From an optimization exercise on the open Yosys and OpenROAD flow, aimed at small area; shortcuts taken in it are not production practice.
Only simulation tests tie the RTL to the original design; equivalence was not proved.

== red ==
==> flow/design.v <==
module max_unpool #(
    parameter  int unsigned DATA_WIDTH = 16,
    parameter  int unsigned IN_SIZE    = 4,
    localparam int unsigned OUT_SIZE   = 2 * IN_SIZE,
    localparam int unsigned CNT_W      = $clog2(IN_SIZE * IN_SIZE + 1)
) (
    input  logic                                         clk,
    input  logic                                         reset,
    input  logic                                         en,
    input  logic                                         in_valid,
    input  logic [DATA_WIDTH-1:0]                        in_data,
    input  logic [1:0]                                   in_idx,
    output logic                                         in_ready,
    output logic [OUT_SIZE*OUT_SIZE*DATA_WIDTH-1:0]      ofmap,
    output logic                                         done_unpool
);
    localparam int unsigned BEATS = IN_SIZE * IN_SIZE;
    logic [CNT_W-1:0] count_q;
    logic             accept_c;
    logic             last_beat_c;
    logic             start_c;
    always_comb begin
        accept_c    = in_valid && in_ready;
        last_beat_c = accept_c && (count_q == CNT_W'(BEATS - 1));
        start_c     = !in_ready && !done_unpool && en;
    end
    always_ff @(posedge clk or posedge reset) begin
        if (reset) begin
            in_ready    <= 1'b0;
            done_unpool <= 1'b0;
        end else begin
            in_ready    <= start_c || (in_ready && en && !last_beat_c);
            done_unpool <= last_beat_c || (done_unpool && en);
        end
    end
    always_ff @(posedge clk or posedge reset) begin
        if (reset) begin
            count_q <= '0;
        end else if (start_c) begin
            count_q <= '0;
        end else if (accept_c) begin
            count_q <= count_q + CNT_W'(1);
        end
    end
    logic [DATA_WIDTH-1:0] nval_q [BEATS];
    logic [1:0]            idx_q  [BEATS];
    always_ff @(posedge clk) begin
        for (int w = 0; w < BEATS; w++) begin
            if (accept_c && (count_q == CNT_W'(w))) begin
                nval_q[w] <= ~in_data;
                idx_q[w]  <= in_idx;
            end
        end
    end
    always_comb begin
        for (int w = 0; w < BEATS; w++) begin
            for (int p = 0; p < 4; p++) begin
                logic nsel;
                nsel = !((count_q > CNT_W'(w)) && (idx_q[w] == 2'(p)));
                for (int b = 0; b < DATA_WIDTH; b++) begin
                    ofmap[((2*(w/IN_SIZE) + p/2)*OUT_SIZE + 2*(w%IN_SIZE) + p%2)*DATA_WIDTH + b]
                        = !(nval_q[w][b] || nsel);
                end
            end
        end
    end
endmodule
Settings: LEC_CHECK=0, ABC_AREA=1, CAP_MARGIN=20, CORE_AREA=6 6 214 214, DIE_AREA=0 0 220 220, PLACE_DENSITY=0.45, SLEW_MARGIN=20; clock period 4.0 ns.
standard.sh (not shown) runs the stock make flow with config.mk's settings and CLKGATE_MAP_FILE= SYNTH_SCRIPT=/design/flow/synth_recipe.tcl, a recipe that flattens the netlist after the stock synthesis.
==> flow/flow/run.sh <==
#!/bin/bash
# The standard layout, with each port buffered by the smallest buffer cell, pins one track
# apart, and a clock tree of small buffers in larger clusters, without dummy loads.
set -euo pipefail
bash standard.sh finish \
  BUFFER_PORTS_ARGS="-buffer_cell sky130_fd_sc_hd__buf_1" \
  PLACE_PINS_ARGS="-min_distance 1 -min_distance_in_tracks" \
  CTS_ARGS="-sink_clustering_enable -repair_clock_nets -dont_use_dummy_load -sink_clustering_size 20 -sink_clustering_max_diameter 50 -buf_list {sky130_fd_sc_hd__clkbuf_4 sky130_fd_sc_hd__clkbuf_8}" \
  > flow_make.log 2>&1
Changes in blue relative to red:
==> flow/flow/run.sh <==
#!/bin/bash
# The standard layout, with each port buffered by the smallest buffer cell.
set -euo pipefail
bash standard.sh finish BUFFER_PORTS_ARGS="-buffer_cell sky130_fd_sc_hd__buf_1" > flow_make.log 2>&1
-- flow/config.mk --
<<< red, line 9
export CAP_MARGIN = 20
export CORE_AREA = 6 6 214 214
export DIE_AREA = 0 0 220 220
export PLACE_DENSITY = 0.45
export SLEW_MARGIN = 20
>>> blue, line 9
export CAP_MARGIN = 20
export CORE_AREA = 8 8 232 232
export CTS_BUF_LIST = sky130_fd_sc_hd__clkbuf_4 sky130_fd_sc_hd__clkbuf_8
export DIE_AREA = 0 0 240 240
export SLEW_MARGIN = 20
### Flow results
red -> blue: vertical die dimension increased by a little under 10%
blue -> red: net count after synthesis delta 0, exact match
Re cell area after synthesis: no difference whatsoever between blue and red.
Synthesis-stage register bit count of red is on par with blue.
Diff red..blue | number of enable-type register cells in the synthesized netlist | unchanged
blue against red: number of cells produced by synthesis stayed essentially flat, effective utilization at floorplan fell by 5.0 points, floorplan die width rose by about 9%, site row count rose by about 9%.
The flow ended early for blue: it failed with a tool error in 3_2_place_iop.
What green does differently from blue at the input level:
==> flow/flow/run.sh <==
#!/bin/bash
# The standard layout, with each port buffered by the smallest buffer cell and a clock tree
# of small buffers in larger clusters, without dummy loads.
set -euo pipefail
bash standard.sh finish \
  BUFFER_PORTS_ARGS="-buffer_cell sky130_fd_sc_hd__buf_1" \
  CTS_ARGS="-sink_clustering_enable -repair_clock_nets -dont_use_dummy_load -sink_clustering_size 16 -sink_clustering_max_diameter 60 -buf_list {sky130_fd_sc_hd__clkbuf_4 sky130_fd_sc_hd__clkbuf_8}" \
  > flow_make.log 2>&1
-- flow/config.mk --
<<< blue, line 9
export CAP_MARGIN = 20
export CORE_AREA = 8 8 232 232
export CTS_BUF_LIST = sky130_fd_sc_hd__clkbuf_4 sky130_fd_sc_hd__clkbuf_8
export DIE_AREA = 0 0 240 240
export SLEW_MARGIN = 20
>>> green, line 9
export CAP_MARGIN = 20
export CORE_AREA = 10 10 290 290
export DIE_AREA = 0 0 300 300
export SLEW_MARGIN = 20
[summary]
- For the floorplan die width, green came in 25% higher than blue did.
- Initial core utilization ends up lower on green.
- Going from blue to green, total nets after synthesis now sits at about the same level, mean post-synth cell area saw little to no change, adder and majority gate portion of the synthesized area has remained practically unchanged, area after synthesis has remained practically unchanged.
- | number of cells produced by synthesis | green vs blue | ≈ equal |
- The vertical die dimension of green is higher than that of blue.
- From green to blue, number of distinct library cell variants in the gate-level netlist after synthesis did not move at all.
- In the tables for blue and green, placement row count reads lower with blue.
- green completed; timing, DRC and antenna clean
Edits applied to the flow inputs when going from green to orange:
==> flow/run.sh (new file) <==
#!/bin/bash
# synth_recipe.tcl (not shown) runs the flow's synth.tcl, then flattens the netlist and writes it again
# the make line also repeats each setting of config.mk as NAME=value (left out here)
make -C /OpenROAD-flow-scripts/flow DESIGN_CONFIG=/design/flow/config.mk WORK_HOME=/design/flow/orfs CLKGATE_MAP_FILE= SYNTH_SCRIPT=/design/flow/synth_recipe.tcl finish
-- flow/config.mk --
<<< green, line 9
export CAP_MARGIN = 20
export CORE_AREA = 10 10 290 290
export DIE_AREA = 0 0 300 300
export SLEW_MARGIN = 20
>>> orange, line 9
export CAP_MARGIN = 20
export CORE_AREA = 10 10 390 390
export DIE_AREA = 0 0 400 400
export SLEW_MARGIN = 20
removed: flow/flow/run.sh
removed: flow/standard.sh
--- outcome ---
- Going from green to orange, last weighted congestion value of the routability-driven placer shrank by a little under 10%.
- Chip width delta for orange relative to green: 100 um higher
- Comparing green and orange, first-pass GRT wire length is higher on orange.
- [compare] base=green new=orange: clock-pin slew on the worst setup and hold paths shows no meaningful change, total half-perimeter wirelength after legalization and detailed placement up 33%.
- Between green and orange, met3 usage in global routing decreased.
- [orange] total of cells resized after clock tree synthesis rose 14 relative to green
- orange vs green: clock-buffer cell count up by more than a quarter

-- port drivers added, routing unchanged --
In the flow no input, the clock included, has a driving cell. The finished layouts below were timed again as built, in two steps.
Step 1: set_driving_cell puts a clkbuf_16 on clk and a buf_2 on each other input, an assumption about the parent block.
Step 2, shift: input delay + t, output delay - t, t = (earliest + latest rising clock arrival at the registers) / 2. This alone moves slack from input paths to output paths.
a / b / c = ideal / step 1 / step 2; a / b = the first two.
run | t (ns) | setup slack, ns | latest minus earliest clock arrival (ns) | worst data-port slew with drivers (ns)
red | 0.621 | 0.142 / 0.087 / 0.707 | 0.079 / 0.079 | 0.15
green | 0.671 | 0.089 / 0.034 / 0.706 | 0.101 / 0.101 | 0.10
orange | 0.649 | 0.153 / 0.089 / 0.738 | 0.043 / 0.043 | 0.15
After both steps setup and hold are still met in every run listed.
